Source: an optimization exercise on an open RTL-to-GDS flow (aim: small area, a short achievable clock period and few clock cycles). Production flows keep margins and buffers that such runs may drop.
RTL that was checked went through simulation tests only; none was proved equivalent to the original.
The RTL of run 1 was laid out without a check of its function.

## flow/design.v (module list and top-level ports; edited modules follow where they fit)
// module jeti_cfg: 32 lines
// module jeti_sq: 908 lines
// module jeti_gm: 1105 lines
// module jeti_mu: 445 lines
// module jeti_cx: 533 lines
// module jeti_cy: 185 lines
// module jeti_esc: 321 lines
// module julia_escape_time_iterator_top: 347 lines
module julia_escape_time_iterator_top (
  input  wire logic        clk,
  input  wire logic        rst,
  input  wire logic        start,
  output      logic        busy,
  input  wire logic [9:0]  pixel_col,
  input  wire logic [9:0]  pixel_row,
  output      logic        done,
  output      logic [15:0] iteration_count,
  input  wire logic        cfg_write,
  input  wire logic [2:0]  cfg_index,
  input  wire logic [31:0] cfg_data
);
  // ...
==> flow/run.sh <==
#!/bin/bash
# synth_recipe.tcl (not shown) runs the flow's synth.tcl, then flattens the netlist and writes it again
# the make line also repeats each setting of config.mk as NAME=value (left out here)
make -C /OpenROAD-flow-scripts/flow DESIGN_CONFIG=/design/flow/config.mk WORK_HOME=/design/flow/orfs CLKGATE_MAP_FILE= SYNTH_SCRIPT=/design/flow/synth_recipe.tcl finish
==> flow/config.mk <==
export PLATFORM = sky130hd
export DESIGN_NAME = julia_escape_time_iterator_top
export DESIGN_NICKNAME = julia_escape_time_iterator_top
export VERILOG_FILES = /design/flow/design.v
export SDC_FILE = /design/flow/constraint.sdc
export NUM_CORES = 4
export LEC_CHECK = 0
export CAP_MARGIN = 20
export CORE_MARGIN = 2
export CORE_UTILIZATION = 40
export SETUP_SLACK_MARGIN = 5
export SLEW_MARGIN = 20
==> flow/constraint.sdc <==
create_clock -name core_clock -period 13.0 [get_ports {clk}]
set_input_delay 2.6000 -clock core_clock [delete_from_list [all_inputs] [get_ports {clk}]]
set_output_delay 2.6000 -clock core_clock [all_outputs]
set_load 0.01 [all_outputs]
==> flow_summary.html, run 1 <==
<table>
<tr><th>Metric</th><th>Value</th></tr>
<tr><th colspan="2">Cells and area</th></tr>
<tr><td>Clock buffer cells</td><td>174</td></tr>
<tr><td>Fraction of cell area in non-clock buffers</td><td>2.680%</td></tr>
<tr><td>Share of cells above drive strength 1</td><td>6.501%</td></tr>
<tr><td>Count of plain and timing-repair buffers in the layout</td><td>387</td></tr>
<tr><td>Biggest area consumer among cell classes</td><td>multi-input gates</td></tr>
<tr><td>Share of cell area taken by multi-input logic gates</td><td>62.73%</td></tr>
<tr><th colspan="2">Routing</th></tr>
<tr><td>Wire length on met3</td><td>46440 um</td></tr>
<tr><td>Vias per cell</td><td>6.035</td></tr>
<tr><td>DRC marker count from the first detailed-route iteration</td><td>13210</td></tr>
<tr><td>Highest routing layer actually used</td><td>met4</td></tr>
<tr><th colspan="2">Global route</th></tr>
<tr><td>Top Usage Layer GRT</td><td>met2</td></tr>
<tr><td>Met1 Resource Use GR</td><td>40.89%</td></tr>
<tr><td>Pin count of the biggest net entering global routing</td><td>209</td></tr>
<tr><td>Vias in the first global route</td><td>91460</td></tr>
<tr><td>Number of antenna violations at the first check in global routing</td><td>14</td></tr>
<tr><td>Remaining global-route overflow</td><td>0</td></tr>
<tr><th colspan="2">Worst setup path</th></tr>
<tr><td>Origin of the worst setup path</td><td>u_cfg.cfg[1]$_SDFFE_PP0P_</td></tr>
<tr><td>Capturing element of the worst setup path</td><td>a_r1[18]$_DFF_P_</td></tr>
<tr><td>Cell count of the worst reg-to-reg path</td><td>23</td></tr>
<tr><td>Crit path largest cell delay</td><td>0.70 ns</td></tr>
<tr><th colspan="2">Worst hold path</th></tr>
<tr><td>Capture endpoint of the worst hold path</td><td>b_cnt[4]$_DFF_P_</td></tr>
<tr><th colspan="2">Clock tree</th></tr>
<tr><td>Clock-pin slew on the worst setup and hold paths</td><td>0.06 ns</td></tr>
<tr><td>Cell chosen for the clock root</td><td>sky130_fd_sc_hd__clkbuf_16</td></tr>
<tr><td>Clock tree from TritonCTS</td><td>done</td></tr>
<tr><td>CTS Hold Bufs</td><td>0</td></tr>
<tr><th colspan="2">Status</th></tr>
<tr><td>Outcome</td><td>timing/DRC/antenna clean</td></tr>
<tr><th colspan="2">Logic synthesis</th></tr>
<tr><td>Post-Synth Simple-Gate Area</td><td>13.28%</td></tr>
<tr><td>Fraction of synthesized area in multiplexers</td><td>1.993%</td></tr>
<tr><td>Syn. warnings</td><td>3</td></tr>
<tr><th colspan="2">Floorplan</th></tr>
<tr><td>X dimension of the die</td><td>525.1 um</td></tr>
<tr><td>DIE HEIGHT</td><td>525.1 um</td></tr>
<tr><td>IO Count</td><td>77</td></tr>
<tr><th colspan="2">STA</th></tr>
<tr><td>Final clock period utilization by the worst path</td><td>59.47%</td></tr>
</table>
==> module julia_escape_time_iterator_top, before the edit <==
module julia_escape_time_iterator_top (
  input  wire logic        clk,
  input  wire logic        rst,
  input  wire logic        start,
  output      logic        busy,
  input  wire logic [9:0]  pixel_col,
  input  wire logic [9:0]  pixel_row,
  output      logic        done,
  output      logic [15:0] iteration_count,
  input  wire logic        cfg_write,
  input  wire logic [2:0]  cfg_index,
  input  wire logic [31:0] cfg_data
);
  jeti_pkg::cfg_t cfg;
  jeti_cfg u_cfg (
    .clk       (clk),
    .rst       (rst),
    .cfg_write (cfg_write),
    .cfg_index (cfg_index),
    .cfg_data  (cfg_data),
    .cfg       (cfg)
  );
  logic k3, k4, k2;
  assign k3 = (cfg.power_mode == jeti_pkg::MODE_CUBE);
  assign k4 = (cfg.power_mode == jeti_pkg::MODE_FOURTH);
  assign k2 = !k3 && !k4;
  logic        busy_r;
  logic        m_v, m_ph;
  logic [9:0]  m_col, m_row;
  logic [3:0]  m_tag;
  logic [25:0] m_x;
  logic        m_xb;
  logic [9:0]  mu_cp;
  logic [20:0] mu_sh;
  logic [35:0] mu_v;
  logic        mu_big;
  assign mu_cp = m_ph ? {~m_row[9], m_row[8:0]} : {~m_col[9], m_col[8:0]};
  assign mu_sh = m_ph ? cfg.vertical_shift : cfg.horizontal_shift;
  jeti_mu u_mu (
    .cp (mu_cp),
    .iz ({1'b0, cfg.inverse_zoom}),
    .sh (mu_sh),
    .v  (mu_v)
  );
  assign mu_big = !((&mu_v[35:25]) || !(|mu_v[35:25]));
  logic        a_v, a_first;
  logic [1:0]  a_ph;
  logic [25:0] a_x, a_y;
  logic        a_xb, a_yb;
  logic [28:0] a_r1, a_r2;
  logic [25:0] a_r3;
  logic [15:0] a_cnt;
  logic [3:0]  a_tag;
  logic a_k3p2, a_k3p3, a_k4p2;
  assign a_k3p2 = k3 && (a_ph == 2'd2);
  assign a_k3p3 = k3 && (a_ph == 2'd3);
  assign a_k4p2 = k4 && (a_ph == 2'd2);
  logic [26:0] sq1_a, sq2_a;
  logic [57:0] sq1_s, sq1_c, sq2_s, sq2_c;
  logic [25:0] gm_r;
  logic [28:0] gm_m;
  logic [57:0] gm_s, gm_c;
  assign sq1_a = a_k4p2 ? a_r1[26:0] : {a_x[25], a_x};
  assign sq2_a = a_k4p2 ? a_r2[26:0] : {a_y[25], a_y};
  assign gm_r  = a_k3p3 ? a_y : (a_k4p2 ? a_r3 : a_x);
  assign gm_m  = a_k3p2 ? a_r1 : (a_k3p3 ? a_r2 : (a_k4p2 ? a_r1 : {{3{a_y[25]}}, a_y}));
  jeti_sq u_sq1 (.a(sq1_a), .s(sq1_s), .c(sq1_c));
  jeti_sq u_sq2 (.a(sq2_a), .s(sq2_s), .c(sq2_c));
  jeti_gm u_gm  (.r(gm_r), .m(gm_m), .s(gm_s), .c(gm_c));
  logic        b_v, b_first;
  logic [1:0]  b_ph;
  logic [25:0] b_x, b_y;
  logic        b_xb, b_yb;
  logic [28:0] b_r1, b_r2;
  logic [25:0] b_r3;
  logic [15:0] b_cnt;
  logic [3:0]  b_tag;
  logic [57:0] b_sq1s, b_sq1c, b_sq2s, b_sq2c, b_gms, b_gmc;
  always_ff @(posedge clk) begin
    b_first <= a_first;
    b_ph    <= a_ph;
    b_x     <= a_x;
    b_y     <= a_y;
    b_xb    <= a_xb;
    b_yb    <= a_yb;
    b_r1    <= a_r1;
    b_r2    <= a_r2;
    b_r3    <= a_r3;
    b_cnt   <= a_cnt;
    b_tag   <= a_tag;
    b_sq1s  <= sq1_s;
    b_sq1c  <= sq1_c;
    b_sq2s  <= sq2_s;
    b_sq2c  <= sq2_c;
    b_gms   <= gm_s;
    b_gmc   <= gm_c;
  end
  logic b_k3p2, b_k3p3, b_k4p1, b_k4p2;
  assign b_k3p2 = k3 && (b_ph == 2'd2);
  assign b_k3p3 = k3 && (b_ph == 2'd3);
  assign b_k4p1 = k4 && (b_ph == 2'd1);
  assign b_k4p2 = k4 && (b_ph == 2'd2);
  logic [1:0] esc_v;
  logic       esc;
  jeti_esc u_esc (
    .x0 (b_sq1s[51:0]),
    .x1 (b_sq1c[51:0]),
    .x2 (b_sq2s[51:0]),
    .x3 (b_sq2c[51:0]),
    .v  (esc_v)
  );
  assign esc = b_xb || b_yb || (|esc_v);
  logic [57:0] cx0, cx1, cx2, cx3, cx4;
  logic        cx_neg;
  logic [33:0] cx_v;
  logic [57:0] cr_row, ci_row;
  assign cr_row = {{2{cfg.constant_real[31]}}, cfg.constant_real, 24'b0};
  assign ci_row = {{2{cfg.constant_imag[31]}}, cfg.constant_imag, 24'b0};
  always_comb begin
    if (b_k3p2) begin
      cx0 = b_gms;
      cx1 = b_gmc;
    end else if (b_k4p2) begin
      cx0 = {b_sq1s[56:0], 1'b0};
      cx1 = {b_sq1c[56:0], 1'b0};
    end else begin
      cx0 = b_sq1s;
      cx1 = b_sq1c;
    end
    cx_neg = k2 || b_k4p2;
    cx2 = cx_neg ? ~b_sq2s : '0;
    cx3 = cx_neg ? ~b_sq2c : '0;
    cx4 = (k2 || b_k3p2 || b_k4p2) ? cr_row : '0;
  end
  jeti_cx u_cx (
    .x0 (cx0),
    .x1 (cx1),
    .x2 (cx2),
    .x3 (cx3),
    .x4 (cx4),
    .e  (cx_neg),
    .v  (cx_v)
  );
  logic [57:0] cy0, cy1, cy2;
  logic [33:0] cy_v;
  always_comb begin
    if (k2) begin
      cy0 = {b_gms[56:0], 1'b0};
      cy1 = {b_gmc[56:0], 1'b0};
    end else if (b_k4p2) begin
      cy0 = {b_gms[55:0], 2'b0};
      cy1 = {b_gmc[55:0], 2'b0};
    end else if (b_k3p3 || b_k4p1) begin
      cy0 = b_gms;
      cy1 = b_gmc;
    end else begin
      cy0 = b_sq2s;
      cy1 = b_sq2c;
    end
    cy2 = (k2 || b_k3p3 || b_k4p2) ? ci_row : '0;
  end
  jeti_cy u_cy (
    .x0 (cy0),
    .x1 (cy1),
    .x2 (cy2),
    .v  (cy_v)
  );
  logic cx_big, cy_big;
  assign cx_big = !((&cx_v[33:25]) || !(|cx_v[33:25]));
  assign cy_big = !((&cy_v[33:25]) || !(|cy_v[33:25]));
  logic [28:0] p1, p2;
  assign p1 = b_r1 - b_r2 - (k3 ? {b_r2[27:0], 1'b0} : 29'd0);
  assign p2 = b_r1 + (k3 ? {b_r1[27:0], 1'b0} : 29'd0) + (k3 ? -b_r2 : b_r2);
  logic [15:0] base, base1;
  logic        zl, lim1, stop0;
  assign base  = b_first ? 16'd0 : b_cnt;
  assign base1 = base + 16'd1;
  assign zl    = b_first && (cfg.iteration_limit == 16'd0);
  assign lim1  = (base1 == cfg.iteration_limit);
  assign stop0 = zl || esc;
  logic        n_first;
  logic [1:0]  n_ph;
  logic [25:0] n_x, n_y;
  logic        n_xb, n_yb;
  logic [28:0] n_r1, n_r2;
  logic [25:0] n_r3;
  logic [15:0] n_cnt;
  logic        fin;
  always_comb begin
    n_first = 1'b0;
    n_ph    = b_ph;
    n_x     = b_x;
    n_xb    = b_xb;
    n_y     = b_y;
    n_yb    = b_yb;
    n_r1    = b_r1;
    n_r2    = b_r2;
    n_r3    = b_r3;
    n_cnt   = b_cnt;
    fin     = 1'b0;
    if (k2) begin
      n_x   = cx_v[25:0];
      n_xb  = cx_big;
      n_y   = cy_v[25:0];
      n_yb  = cy_big;
      n_ph  = 2'd0;
      n_cnt = stop0 ? base : base1;
      fin   = stop0 || lim1;
    end else begin
      case (b_ph)
        2'd0: begin
          n_r1  = {3'b0, cx_v[25:0]};
          n_r2  = {3'b0, cy_v[25:0]};
          n_cnt = base;
          n_ph  = 2'd1;
          fin   = stop0;
        end
        2'd1: begin
          n_r1 = p1;
          n_r2 = p2;
          n_r3 = cy_v[25:0];
          n_ph = 2'd2;
        end
        2'd2: begin
          n_x  = cx_v[25:0];
          n_xb = cx_big;
          if (k4) begin
            n_y   = cy_v[25:0];
            n_yb  = cy_big;
            n_ph  = 2'd0;
            n_cnt = base1;
            fin   = lim1;
          end else begin
            n_ph = 2'd3;
          end
        end
        default: begin
          n_y   = cy_v[25:0];
          n_yb  = cy_big;
          n_ph  = 2'd0;
          n_cnt = base1;
          fin   = lim1;
        end
      endcase
    end
    if (!b_v) fin = 1'b0;
  end
  logic ld, accept, free_b;
  assign free_b = !b_v || fin;
  assign ld     = m_v && m_ph && free_b;
  assign accept = start && !busy_r;
  always_ff @(posedge clk) begin
    if (ld) begin
      a_x     <= m_x;
      a_xb    <= m_xb;
      a_y     <= mu_v[25:0];
      a_yb    <= mu_big;
      a_first <= 1'b1;
      a_ph    <= 2'd0;
      a_tag   <= m_tag;
    end else begin
      a_x     <= n_x;
      a_xb    <= n_xb;
      a_y     <= n_y;
      a_yb    <= n_yb;
      a_first <= n_first;
      a_ph    <= n_ph;
      a_tag   <= b_tag;
    end
    a_r1  <= n_r1;
    a_r2  <= n_r2;
    a_r3  <= n_r3;
    a_cnt <= n_cnt;
  end
  logic [15:0] rob [16];
  logic [15:0] rv;
  logic [3:0]  head, tail;
  logic [4:0]  nout;
  logic        done_r;
  logic [15:0] out_cnt;
  logic        out_rob, out_now, to_rob;
  assign out_rob = rv[head];
  assign out_now = out_rob || (fin && (b_tag == head));
  assign to_rob  = fin && (b_tag != head);
  always_ff @(posedge clk) begin
    for (int i = 0; i < 16; i++) begin
      if (to_rob && (b_tag == 4'(i))) rob[i] <= n_cnt;
    end
    out_cnt <= out_rob ? rob[head] : n_cnt;
  end
  logic m_v_n, m_ph_n, a_v_n;
  logic [4:0] nout_n;
  always_comb begin
    m_v_n  = m_v;
    m_ph_n = m_ph;
    if (ld) m_v_n = 1'b0;
    else if (m_v) m_ph_n = 1'b1;
    if (accept) begin
      m_v_n  = 1'b1;
      m_ph_n = 1'b0;
    end
    a_v_n  = ld || (b_v && !fin);
    nout_n = nout + 5'(accept) - 5'(out_now);
  end
  always_ff @(posedge clk) begin
    if (rst) begin
      m_v    <= 1'b0;
      m_ph   <= 1'b0;
      a_v    <= 1'b0;
      b_v    <= 1'b0;
      done_r <= 1'b0;
      busy_r <= 1'b0;
      rv     <= '0;
      head   <= '0;
      tail   <= '0;
      nout   <= '0;
    end else begin
      m_v    <= m_v_n;
      m_ph   <= m_ph_n;
      a_v    <= a_v_n;
      b_v    <= a_v;
      done_r <= out_now;
      busy_r <= (m_v_n && !(m_ph_n && !a_v)) || (nout_n == 5'd16);
      for (int i = 0; i < 16; i++) begin
        if (to_rob && (b_tag == 4'(i))) rv[i] <= 1'b1;
        else if (out_rob && (head == 4'(i))) rv[i] <= 1'b0;
      end
      if (out_now) head <= head + 4'd1;
      if (accept)  tail <= tail + 4'd1;
      nout <= nout_n;
    end
  end
  always_ff @(posedge clk) begin
    if (!busy_r) begin
      m_col <= pixel_col;
      m_row <= pixel_row;
      m_tag <= tail;
    end
    if (m_v && !m_ph) begin
      m_x  <= mu_v[25:0];
      m_xb <= mu_big;
    end
  end
  assign busy            = busy_r;
  assign done            = done_r;
  assign iteration_count = out_cnt;
endmodule
==> run 2: changes to the inputs <==
--- a/flow/design.v
+++ b/flow/design.v
@@ -3609,14 +3609,10 @@
   logic        m_v, m_ph;
-  logic [9:0]  m_col, m_row;
+  logic [9:0]  m_cp, m_row;
   logic [3:0]  m_tag;
-  logic [25:0] m_x;
-  logic        m_xb;
-  logic [9:0]  mu_cp;
+  logic [35:0] m_x;
   logic [20:0] mu_sh;
   logic [35:0] mu_v;
-  logic        mu_big;
-  assign mu_cp = m_ph ? {~m_row[9], m_row[8:0]} : {~m_col[9], m_col[8:0]};
   assign mu_sh = m_ph ? cfg.vertical_shift : cfg.horizontal_shift;
   jeti_mu u_mu (
-    .cp (mu_cp),
+    .cp (m_cp),
     .iz ({1'b0, cfg.inverse_zoom}),
@@ -3625,9 +3621,8 @@
   );
-  assign mu_big = !((&mu_v[35:25]) || !(|mu_v[35:25]));
   logic        a_v, a_first;
-  logic [1:0]  a_ph;
+  logic [6:0]  a_st;
   logic [25:0] a_x, a_y;
+  logic [10:0] a_xu, a_yu;
   logic        a_xb, a_yb;
   logic [28:0] a_r1, a_r2;
-  logic [25:0] a_r3;
   logic [15:0] a_cnt;
@@ -3635,5 +3630,7 @@
   logic a_k3p2, a_k3p3, a_k4p2;
-  assign a_k3p2 = k3 && (a_ph == 2'd2);
-  assign a_k3p3 = k3 && (a_ph == 2'd3);
-  assign a_k4p2 = k4 && (a_ph == 2'd2);
+  assign a_k3p2 = a_st[3];
+  assign a_k3p3 = a_st[4];
+  assign a_k4p2 = a_st[6];
+  assign a_xb = !((&a_xu) || !(|a_xu));
+  assign a_yb = !((&a_yu) || !(|a_yu));
   logic [26:0] sq1_a, sq2_a;
@@ -3645,3 +3642,3 @@
   assign sq2_a = a_k4p2 ? a_r2[26:0] : {a_y[25], a_y};
-  assign gm_r  = a_k3p3 ? a_y : (a_k4p2 ? a_r3 : a_x);
+  assign gm_r  = a_k3p3 ? a_y : a_x;
   assign gm_m  = a_k3p2 ? a_r1 : (a_k3p3 ? a_r2 : (a_k4p2 ? a_r1 : {{3{a_y[25]}}, a_y}));
@@ -3651,7 +3648,7 @@
   logic        b_v, b_first;
-  logic [1:0]  b_ph;
+  logic [6:0]  b_st;
   logic [25:0] b_x, b_y;
   logic        b_xb, b_yb;
+  logic [10:0] b_xu, b_yu;
   logic [28:0] b_r1, b_r2;
-  logic [25:0] b_r3;
   logic [15:0] b_cnt;
@@ -3661,3 +3658,3 @@
     b_first <= a_first;
-    b_ph    <= a_ph;
+    b_st    <= a_st;
     b_x     <= a_x;
@@ -3666,5 +3663,6 @@
     b_yb    <= a_yb;
+    b_xu    <= a_xu;
+    b_yu    <= a_yu;
     b_r1    <= a_r1;
     b_r2    <= a_r2;
-    b_r3    <= a_r3;
     b_cnt   <= a_cnt;
@@ -3678,7 +3676,10 @@
   end
-  logic b_k3p2, b_k3p3, b_k4p1, b_k4p2;
-  assign b_k3p2 = k3 && (b_ph == 2'd2);
-  assign b_k3p3 = k3 && (b_ph == 2'd3);
-  assign b_k4p1 = k4 && (b_ph == 2'd1);
-  assign b_k4p2 = k4 && (b_ph == 2'd2);
+  logic b_k2, b_p0, b_k3p1, b_k3p2, b_k3p3, b_k4p1, b_k4p2;
+  assign b_k2   = b_st[0];
+  assign b_p0   = b_st[1];
+  assign b_k3p1 = b_st[2];
+  assign b_k3p2 = b_st[3];
+  assign b_k3p3 = b_st[4];
+  assign b_k4p1 = b_st[5];
+  assign b_k4p2 = b_st[6];
   logic [1:0] esc_v;
@@ -3710,6 +3711,6 @@
     end
-    cx_neg = k2 || b_k4p2;
+    cx_neg = b_k2 || b_k4p2;
     cx2 = cx_neg ? ~b_sq2s : '0;
     cx3 = cx_neg ? ~b_sq2c : '0;
-    cx4 = (k2 || b_k3p2 || b_k4p2) ? cr_row : '0;
+    cx4 = (b_k2 || b_k3p2 || b_k4p2) ? cr_row : '0;
   end
@@ -3727,3 +3728,3 @@
   always_comb begin
-    if (k2) begin
+    if (b_k2) begin
       cy0 = {b_gms[56:0], 1'b0};
@@ -3740,3 +3741,3 @@
     end
-    cy2 = (k2 || b_k3p3 || b_k4p2) ? ci_row : '0;
+    cy2 = (b_k2 || b_k3p3 || b_k4p2) ? ci_row : '0;
   end
@@ -3748,8 +3749,5 @@
   );
-  logic cx_big, cy_big;
-  assign cx_big = !((&cx_v[33:25]) || !(|cx_v[33:25]));
-  assign cy_big = !((&cy_v[33:25]) || !(|cy_v[33:25]));
   logic [28:0] p1, p2;
-  assign p1 = b_r1 - b_r2 - (k3 ? {b_r2[27:0], 1'b0} : 29'd0);
-  assign p2 = b_r1 + (k3 ? {b_r1[27:0], 1'b0} : 29'd0) + (k3 ? -b_r2 : b_r2);
+  assign p1 = b_r1 - b_r2 - (b_k3p1 ? {b_r2[27:0], 1'b0} : 29'd0);
+  assign p2 = b_r1 + (b_k3p1 ? {b_r1[27:0], 1'b0} : 29'd0) + (b_k3p1 ? -b_r2 : b_r2);
   logic [15:0] base, base1;
@@ -3761,66 +3759,20 @@
   assign stop0 = zl || esc;
-  logic        n_first;
-  logic [1:0]  n_ph;
-  logic [25:0] n_x, n_y;
-  logic        n_xb, n_yb;
-  logic [28:0] n_r1, n_r2;
-  logic [25:0] n_r3;
+  logic        wx, wy, fin;
+  logic [6:0]  n_st;
   logic [15:0] n_cnt;
-  logic        fin;
+  assign wx = b_k2 || b_k3p2 || b_k4p2;
+  assign wy = b_k2 || b_k3p3 || b_k4p2;
+  assign n_st = {b_k4p1, b_p0 && k4, b_k3p2, b_k3p1, b_p0 && k3, b_k3p3 || b_k4p2, b_k2};
   always_comb begin
-    n_first = 1'b0;
-    n_ph    = b_ph;
-    n_x     = b_x;
-    n_xb    = b_xb;
-    n_y     = b_y;
-    n_yb    = b_yb;
-    n_r1    = b_r1;
-    n_r2    = b_r2;
-    n_r3    = b_r3;
-    n_cnt   = b_cnt;
-    fin     = 1'b0;
-    if (k2) begin
-      n_x   = cx_v[25:0];
-      n_xb  = cx_big;
-      n_y   = cy_v[25:0];
-      n_yb  = cy_big;
-      n_ph  = 2'd0;
+    n_cnt = b_cnt;
+    fin   = 1'b0;
+    if (b_k2) begin
       n_cnt = stop0 ? base : base1;
       fin   = stop0 || lim1;
-    end else begin
-      case (b_ph)
-        2'd0: begin
-          n_r1  = {3'b0, cx_v[25:0]};
-          n_r2  = {3'b0, cy_v[25:0]};
-          n_cnt = base;
-          n_ph  = 2'd1;
-          fin   = stop0;
-        end
-        2'd1: begin
-          n_r1 = p1;
-          n_r2 = p2;
-          n_r3 = cy_v[25:0];
-          n_ph = 2'd2;
-        end
-        2'd2: begin
-          n_x  = cx_v[25:0];
-          n_xb = cx_big;
-          if (k4) begin
-            n_y   = cy_v[25:0];
-            n_yb  = cy_big;
-            n_ph  = 2'd0;
-            n_cnt = base1;
-            fin   = lim1;
-          end else begin
-            n_ph = 2'd3;
-          end
-        end
-        default: begin
-          n_y   = cy_v[25:0];
-          n_yb  = cy_big;
-          n_ph  = 2'd0;
-          n_cnt = base1;
-          fin   = lim1;
-        end
-      endcase
+    end else if (b_p0) begin
+      n_cnt = base;
+      fin   = stop0;
+    end else if (b_k3p3 || b_k4p2) begin
+      n_cnt = base1;
+      fin   = lim1;
     end
@@ -3834,21 +3786,28 @@
     if (ld) begin
-      a_x     <= m_x;
-      a_xb    <= m_xb;
+      a_x     <= m_x[25:0];
+      a_xu    <= m_x[35:25];
       a_y     <= mu_v[25:0];
-      a_yb    <= mu_big;
+      a_yu    <= mu_v[35:25];
       a_first <= 1'b1;
-      a_ph    <= 2'd0;
+      a_st    <= {5'b0, !k2, k2};
       a_tag   <= m_tag;
     end else begin
-      a_x     <= n_x;
-      a_xb    <= n_xb;
-      a_y     <= n_y;
-      a_yb    <= n_yb;
-      a_first <= n_first;
-      a_ph    <= n_ph;
+      a_x     <= wx ? cx_v[25:0] : (b_k4p1 ? cy_v[25:0] : b_x);
+      a_xu    <= wx ? {{2{cx_v[33]}}, cx_v[33:25]} : b_xu;
+      a_y     <= wy ? cy_v[25:0] : b_y;
+      a_yu    <= wy ? {{2{cy_v[33]}}, cy_v[33:25]} : b_yu;
+      a_first <= 1'b0;
+      a_st    <= n_st;
       a_tag   <= b_tag;
     end
-    a_r1  <= n_r1;
-    a_r2  <= n_r2;
-    a_r3  <= n_r3;
+    if (b_p0) begin
+      a_r1 <= {3'b0, cx_v[25:0]};
+      a_r2 <= {3'b0, cy_v[25:0]};
+    end else if (b_k3p1 || b_k4p1) begin
+      a_r1 <= p1;
+      a_r2 <= p2;
+    end else begin
+      a_r1 <= b_r1;
+      a_r2 <= b_r2;
+    end
     a_cnt <= n_cnt;
@@ -3861,25 +3820,35 @@
   logic [15:0] out_cnt;
+  logic        f_v;
+  logic [3:0]  f_tag;
+  logic [15:0] f_cnt;
   logic        out_rob, out_now, to_rob;
+  always_ff @(posedge clk) begin
+    f_tag <= b_tag;
+    f_cnt <= n_cnt;
+  end
   assign out_rob = rv[head];
-  assign out_now = out_rob || (fin && (b_tag == head));
-  assign to_rob  = fin && (b_tag != head);
+  assign out_now = out_rob || (f_v && (f_tag == head));
+  assign to_rob  = f_v && (f_tag != head);
   always_ff @(posedge clk) begin
     for (int i = 0; i < 16; i++) begin
-      if (to_rob && (b_tag == 4'(i))) rob[i] <= n_cnt;
+      if (to_rob && (f_tag == 4'(i))) rob[i] <= f_cnt;
     end
-    out_cnt <= out_rob ? rob[head] : n_cnt;
+    out_cnt <= out_rob ? rob[head] : f_cnt;
   end
-  logic m_v_n, m_ph_n, a_v_n;
+  logic       m_v_n0, m_ph_n0, m_v_n1, m_ph_n1, busy_n0, busy_n1;
   logic [4:0] nout_n;
   always_comb begin
-    m_v_n  = m_v;
-    m_ph_n = m_ph;
-    if (ld) m_v_n = 1'b0;
-    else if (m_v) m_ph_n = 1'b1;
+    m_v_n0  = m_v && !(m_ph && !b_v);
+    m_ph_n0 = m_ph || m_v;
+    m_v_n1  = m_v && !m_ph;
+    m_ph_n1 = m_v;
     if (accept) begin
-      m_v_n  = 1'b1;
-      m_ph_n = 1'b0;
+      m_v_n0  = 1'b1;
+      m_ph_n0 = 1'b0;
+      m_v_n1  = 1'b1;
+      m_ph_n1 = 1'b0;
     end
-    a_v_n  = ld || (b_v && !fin);
-    nout_n = nout + 5'(accept) - 5'(out_now);
+    nout_n  = nout + 5'(accept) - 5'(out_now);
+    busy_n0 = (m_v_n0 && !(m_ph_n0 && !a_v)) || (nout_n == 5'd16);
+    busy_n1 = (m_v_n1 && !(m_ph_n1 && !a_v)) || (nout_n == 5'd16);
   end
@@ -3891,2 +3860,3 @@
       b_v    <= 1'b0;
+      f_v    <= 1'b0;
       done_r <= 1'b0;
@@ -3898,10 +3868,11 @@
     end else begin
-      m_v    <= m_v_n;
-      m_ph   <= m_ph_n;
-      a_v    <= a_v_n;
+      m_v    <= fin ? m_v_n1 : m_v_n0;
+      m_ph   <= fin ? m_ph_n1 : m_ph_n0;
+      a_v    <= ld || (b_v && !fin);
       b_v    <= a_v;
+      f_v    <= fin;
       done_r <= out_now;
-      busy_r <= (m_v_n && !(m_ph_n && !a_v)) || (nout_n == 5'd16);
+      busy_r <= fin ? busy_n1 : busy_n0;
       for (int i = 0; i < 16; i++) begin
-        if (to_rob && (b_tag == 4'(i))) rv[i] <= 1'b1;
+        if (to_rob && (f_tag == 4'(i))) rv[i] <= 1'b1;
         else if (out_rob && (head == 4'(i))) rv[i] <= 1'b0;
@@ -3915,9 +3886,10 @@
     if (!busy_r) begin
-      m_col <= pixel_col;
+      m_cp  <= {~pixel_col[9], pixel_col[8:0]};
       m_row <= pixel_row;
       m_tag <= tail;
+    end else if (m_v && !m_ph) begin
+      m_cp  <= {~m_row[9], m_row[8:0]};
     end
     if (m_v && !m_ph) begin
-      m_x  <= mu_v[25:0];
-      m_xb <= mu_big;
+      m_x <= mu_v;
     end
==> flow/flow/run.sh (new file) <==
#!/bin/bash
set -o pipefail
MARGIN=$(cat flow/margin.txt)
bash standard.sh SETUP_SLACK_MARGIN="$MARGIN" finish > standard_finish.log 2>&1
==> flow/flow/margin.txt (new file) <==
8
==> flow/standard.sh (new file) <==
#!/bin/bash
# synth_recipe.tcl (not shown) runs the flow's synth.tcl, then flattens the netlist and writes it again
# the make line also repeats each setting of config.mk as NAME=value (left out here)
make -C /OpenROAD-flow-scripts/flow DESIGN_CONFIG=/design/flow/config.mk WORK_HOME=/design/flow/orfs CLKGATE_MAP_FILE= SYNTH_SCRIPT=/design/flow/synth_recipe.tcl "${@:-finish}"
--- a/flow/config.mk
+++ b/flow/config.mk
@@ -10,3 +10,3 @@
 export CORE_UTILIZATION = 40
-export SETUP_SLACK_MARGIN = 5
 export SLEW_MARGIN = 20
+export TNS_END_PERCENT = 20
removed: flow/run.sh
==> run 2 against run 1 <==
Effect of this change: still clean; worst hold slack better by 0.011 ns; flip-flop and latch count rose by 14; count of clock-buffer cells in the layout up 10; routed wire length increased by 7.7%; design area rose by 7.6%; die area down 0.64%; synthesized cell count down 1.8%; setup slack better by 2.1 ns; maximum frequency up 36%; critical path type unchanged; largest cell class unchanged.
==> flow_summary.html, run 2 <==
<table>
<tr><th>Metric</th><th>Value</th></tr>
<tr><th colspan="2">Routing</th></tr>
<tr><td>Total number of vias</td><td>101300</td></tr>
<tr><td>DRT Wirelength</td><td>470500 um</td></tr>
<tr><td>DRC marker count from the first detailed-route iteration</td><td>14580 (+10%)</td></tr>
<tr><td>DRC violations left</td><td>0</td></tr>
<tr><td>Vias per cell</td><td>6.184 (+2.5%)</td></tr>
<tr><td>Final routed wire length divided by cell count</td><td>28.73 um</td></tr>
<tr><td>First-pass iteration count of the detailed router</td><td>14</td></tr>
<tr><td>Count of nets left with antenna violations after detail routing</td><td>0</td></tr>
<tr><th colspan="2">Global route</th></tr>
<tr><td>Met1 Resource Use GR</td><td>43.42% (+2.5 points)</td></tr>
<tr><td>Remaining global-route overflow</td><td>0 (unchanged)</td></tr>
<tr><td>Vias in the first global route</td><td>96310 (+5.3%)</td></tr>
<tr><td>Met2 track demand over resource in global routing</td><td>47.72%</td></tr>
<tr><td>Pin count of the biggest net entering global routing</td><td>106 (-49%)</td></tr>
<tr><td>Global Route met3 Usage</td><td>11.15%</td></tr>
<tr><td>Global router's overall resource usage</td><td>33.12%</td></tr>
<tr><td>Global-route wire length before repair</td><td>668800 um</td></tr>
<tr><td>Number of antenna violations at the first check in global routing</td><td>22 (+8)</td></tr>
<tr><td>Top Usage Layer GRT</td><td>met2</td></tr>
<tr><th colspan="2">Floorplan</th></tr>
<tr><td>DIE HEIGHT</td><td>523.4 um (-0.32%)</td></tr>
<tr><td>Standard-cell rows</td><td>190</td></tr>
<tr><td>Starting Density</td><td>40.25%</td></tr>
<tr><td>Area inside the core boundary</td><td>0.2682 sq mm</td></tr>
<tr><td>DIE AREA</td><td>0.2740 sq mm</td></tr>
<tr><td>X dimension of the die</td><td>523.4 um (-0.32%)</td></tr>
<tr><td>IO Count</td><td>77 (unchanged)</td></tr>
<tr><th colspan="2">Clock tree</th></tr>
<tr><td>Cell chosen for the clock root</td><td>sky130_fd_sc_hd__clkbuf_16</td></tr>
<tr><td>Clock latency at the later pin of the worst-skew pair</td><td>0.84 ns</td></tr>
<tr><td>CTS H-tree lvls</td><td>4</td></tr>
<tr><td>CTS buffer count</td><td>141</td></tr>
<tr><td>Clock-pin slew on the worst setup and hold paths</td><td>0.07 ns (about the same)</td></tr>
<tr><td>Total number of clock tree sinks</td><td>1160</td></tr>
<tr><td>Clock tree from TritonCTS</td><td>done</td></tr>
<tr><td>Max Buffers Root-to-Sink</td><td>3</td></tr>
<tr><th colspan="2">Worst setup path</th></tr>
<tr><td>Setup crit end kind</td><td>flop</td></tr>
<tr><td>Worst endpoint data arrival time</td><td>6.37 ns</td></tr>
<tr><td>Worst Path Max Fanout</td><td>6</td></tr>
<tr><td>WP data required</td><td>13.70 ns</td></tr>
<tr><td>Critical path start-end classification</td><td>flop to flop</td></tr>
<tr><td>Critical path launch point type</td><td>flop</td></tr>
<tr><th colspan="2">Logic synthesis</th></tr>
<tr><td>Post-synth net total</td><td>14640</td></tr>
<tr><td>Most frequently used cell type in the post-synthesis netlist</td><td>sky130_fd_sc_hd__nand2_1</td></tr>
<tr><td>Syn. warnings</td><td>3 (unchanged)</td></tr>
<tr><td>Count of cell types in the netlist</td><td>97</td></tr>
<tr><td>Leading cell types by count after synthesis</td><td>1689 x sky130_fd_sc_hd__nand2_1, 1410 x sky130_fd_sc_hd__inv_1, 1270 x sky130_fd_sc_hd__fa_1</td></tr>
<tr><td>Proportion of register bits with asynchronous set or reset after synthesis</td><td>0%</td></tr>
<tr><td>Post-synthesis sequential element count</td><td>1160</td></tr>
<tr><td>Per-instance average area after synthesis</td><td>8.396 sq um</td></tr>
<tr><td>Number of synthesized flops with an enable pin</td><td>316</td></tr>
<tr><td>Synth Flop Type</td><td>sky130_fd_sc_hd__dfxtp_1</td></tr>
<tr><td>Sequential area share after synthesis</td><td>24.45%</td></tr>
<tr><td>Post-synth top area share</td><td>23.56%</td></tr>
<tr><td>Mapped Area</td><td>0.1079 sq mm</td></tr>
<tr><td>Post-synthesis instance total</td><td>12860</td></tr>
<tr><td>Ranking of synthesized cells by area</td><td>sky130_fd_sc_hd__fa_1 24%, sky130_fd_sc_hd__dfxtp_1 16%, sky130_fd_sc_hd__edfxtp_1 8.8%</td></tr>
<tr><td>Cell type with the highest aggregate area in the netlist</td><td>sky130_fd_sc_hd__fa_1</td></tr>
<tr><th colspan="2">STA</th></tr>
<tr><td>Final worst slack</td><td>7.336 ns</td></tr>
<tr><td>Setup repair after global routing missed its margin</td><td>true</td></tr>
<tr><td>Pins over their slew limit</td><td>0</td></tr>
<tr><td>Relative slew slack</td><td>16.86%</td></tr>
<tr><td>Worst Tran Pin Value</td><td>1.243 ns</td></tr>
<tr><td>Final setup viols</td><td>0</td></tr>
<tr><td>Fmax</td><td>176.6 MHz</td></tr>
<tr><td>Worst hold slack</td><td>0.3162 ns</td></tr>
<tr><td>Clk_skew</td><td>0.06171 ns</td></tr>
<tr><td>Number of failing hold endpoints at the final stage</td><td>0</td></tr>
<tr><td>Final setup TNS</td><td>0 ns</td></tr>
<tr><td>Shortest period the worst path allows</td><td>5.664 ns</td></tr>
<tr><td>Final clock period utilization by the worst path</td><td>43.57% (-16 points)</td></tr>
<tr><th colspan="2">Cells and area</th></tr>
<tr><td>Share of cells above drive strength 1</td><td>12.51% (+6.0 points)</td></tr>
<tr><td>Number of flip-flops in the largest register</td><td>256</td></tr>
<tr><td>Commonest non-fill, non-tap cells in the layout</td><td>1654 x sky130_fd_sc_hd__nand2_1, 1383 x sky130_fd_sc_hd__inv_1, 1234 x sky130_fd_sc_hd__fa_1</td></tr>
<tr><td>Layout Area Growth over Synthesis</td><td>17.35%</td></tr>
<tr><td>Final-layout fill cell count</td><td>25870</td></tr>
<tr><td>Number of standard cells in the final layout excluding fillers</td><td>16370</td></tr>
<tr><td>Largest registers ranked by flip-flop count</td><td>rob x256, u_cfg.cfg x155, b_gms x54</td></tr>
<tr><td>Leading cell type in the layout, fill and taps excluded</td><td>sky130_fd_sc_hd__nand2_1</td></tr>
<tr><td>Final layout net count</td><td>14480</td></tr>
<tr><td>Largest register by flop count</td><td>rob</td></tr>
<tr><th colspan="2">Place</th></tr>
<tr><td>Port-buffer cells</td><td>76</td></tr>
<tr><td>Post-placement worst setup slack</td><td>5.434 ns</td></tr>
<tr><td>Placed insts</td><td>15770</td></tr>
<tr><td>Final weighted congestion in routability-driven placement</td><td>1.069</td></tr>
<tr><td>Estimated wirelength of the detail-placed design</td><td>315700 um</td></tr>
<tr><th colspan="2">Status</th></tr>
<tr><td>Outcome</td><td>timing/DRC/antenna clean</td></tr>
<tr><th colspan="2">Job</th></tr>
<tr><td>Number of maximum-capacitance violations</td><td>0</td></tr>
<tr><th colspan="2">Worst hold path</th></tr>
<tr><td>Hold/Removal Path Class</td><td>flop to flop</td></tr>
</table>
## run 2: logic make-up after synthesis
| kind of cell | synth area share, % |
|---|---|
| compound gates | 20.80 |
| xor+xnor | 1.875 |
| fa+ha+maj | 28.85 |
| buf+inv | 8.646 |
| flops | 24.45 |
| mux | 2.158 |
| simple gates | 13.22 |
## run 2: final timing paths
path | startpoint | to | slack, ns | depth (start not counted)
worst min register to register | a_tag[2]$_DFF_P_ | b_tag[2]$_DFF_P_ | 0.32 | 0
worst max register to register | m_cp[3]$_DFFE_PP_ | a_y[21]$_DFF_P_ | 7.34 | 24
worst min-delay path | a_tag[2]$_DFF_P_ | b_tag[2]$_DFF_P_ | 0.32 | 0
worst max-delay path | m_cp[3]$_DFFE_PP_ | a_y[21]$_DFF_P_ | 7.34 | 24
## run 2: timing repair
| item | 4_1_cts | 5_1_grt |
|---|---|---|
| setup buffers | 135 | 113 |
| gates cloned | 51 | 29 |
| gates resized for setup | 589 | 461 |
| endpoints found under the setup margin | 335 | 237 |
| pin swaps | 118 | 126 |
| hold buffers | 0 | 0 |
## run 2: layout make-up
| type | count | area (sq um) | share of cell area [%] |
|---|---|---|---|
| timing repair buffer | 730 | 9050 | 7.146 |
| clock inverter | 76 | 1042 | 0.8229 |
| sequential | 1160 | 26460 | 20.89 |
| antenna | 12 | 30.03 | 0.02371 |
| inverter | 1441 | 5449 | 4.302 |
| clock buffer | 184 | 3966 | 3.132 |
| multi-input combinational | 9219 | 76210 | 60.17 |
| tap | 3552 | 4444 | 3.509 |
## run 2: per-stage QoR
| step | instance area, sq um | util (%) |
|---|---|---|
| 5_1_grt | 126600 | 47.22 |
| 3_3_place_gp | 112800 | 42.06 |
| 2_1_floorplan | 108300 | - |
| 4_1_cts | 123200 | 45.93 |
| 6_report | 126700 | 47.23 |
| 3_5_place_dp | 112800 | 42.06 |
## run 2: critical path, stage by stage (launching register included)
cell and delay (ns):
sky130_fd_sc_hd__edfxtp_1 0.44, sky130_fd_sc_hd__buf_12 0.18, sky130_fd_sc_hd__buf_4 0.16, sky130_fd_sc_hd__and2_4 0.20
sky130_fd_sc_hd__buf_12 0.14, sky130_fd_sc_hd__buf_16 0.14, sky130_fd_sc_hd__a221oi_4 0.26, sky130_fd_sc_hd__fa_2 0.24
sky130_fd_sc_hd__inv_1 0.06, sky130_fd_sc_hd__fa_1 0.45, sky130_fd_sc_hd__fa_1 0.53, sky130_fd_sc_hd__inv_2 0.05
sky130_fd_sc_hd__ha_4 0.22, sky130_fd_sc_hd__ha_4 0.29, sky130_fd_sc_hd__nand4_1 0.16, sky130_fd_sc_hd__nor2_1 0.19
sky130_fd_sc_hd__nand3_1 0.12, sky130_fd_sc_hd__o211a_4 0.28, sky130_fd_sc_hd__buf_6 0.13, sky130_fd_sc_hd__o21ai_4 0.13
sky130_fd_sc_hd__nand2_2 0.10, sky130_fd_sc_hd__o41ai_4 0.43, sky130_fd_sc_hd__o31ai_2 0.14, sky130_fd_sc_hd__xnor2_2 0.19
sky130_fd_sc_hd__mux2_1 0.29
## run 2: metal layers
layer / share of wire, % / vias to the layer above
met5: 0.036 / -
met4: 7.3 / 12
met3: 14 / 1595
met2: 41 / 6952
met1: 38 / 49400
li1: - / 43300
Testbench counts of run 2, summed over its fixed seeds: cycles 33,229.

## static timing again, ports no longer ideal
The results above use ideal ports. As a check the final layouts listed here were re-extracted and re-timed, cells and wires unchanged.
Step 1 (the two cells are an assumption about what drives the block):
set clk [get_ports {clk}]
set_driving_cell -lib_cell sky130_fd_sc_hd__clkbuf_16 $clk
set_driving_cell -lib_cell sky130_fd_sc_hd__buf_2 [delete_from_list [all_inputs] $clk]
Step 2 moves the port delays by t, midway between the first and last clock arrival at a register: inputs arrive t later, outputs are due t later. That takes back most of the time a late clock gives input paths.
Slacks: no drivers / after step 1 / after step 2; pairs: no drivers / after step 1.
run	t, ns	setup slack, ns	worst hold slack (ns)	worst register clock-pin slew, ns	cell pins on the clock port's net
run 1	0.908	5.270 / 5.270 / 5.270	0.306 / 0.306 / 0.306	0.07 / 0.07	1
run 2	0.909	7.336 / 7.336 / 7.336	0.316 / 0.316 / 0.316	0.09 / 0.09	1
After both steps setup and hold are still met in every run listed.
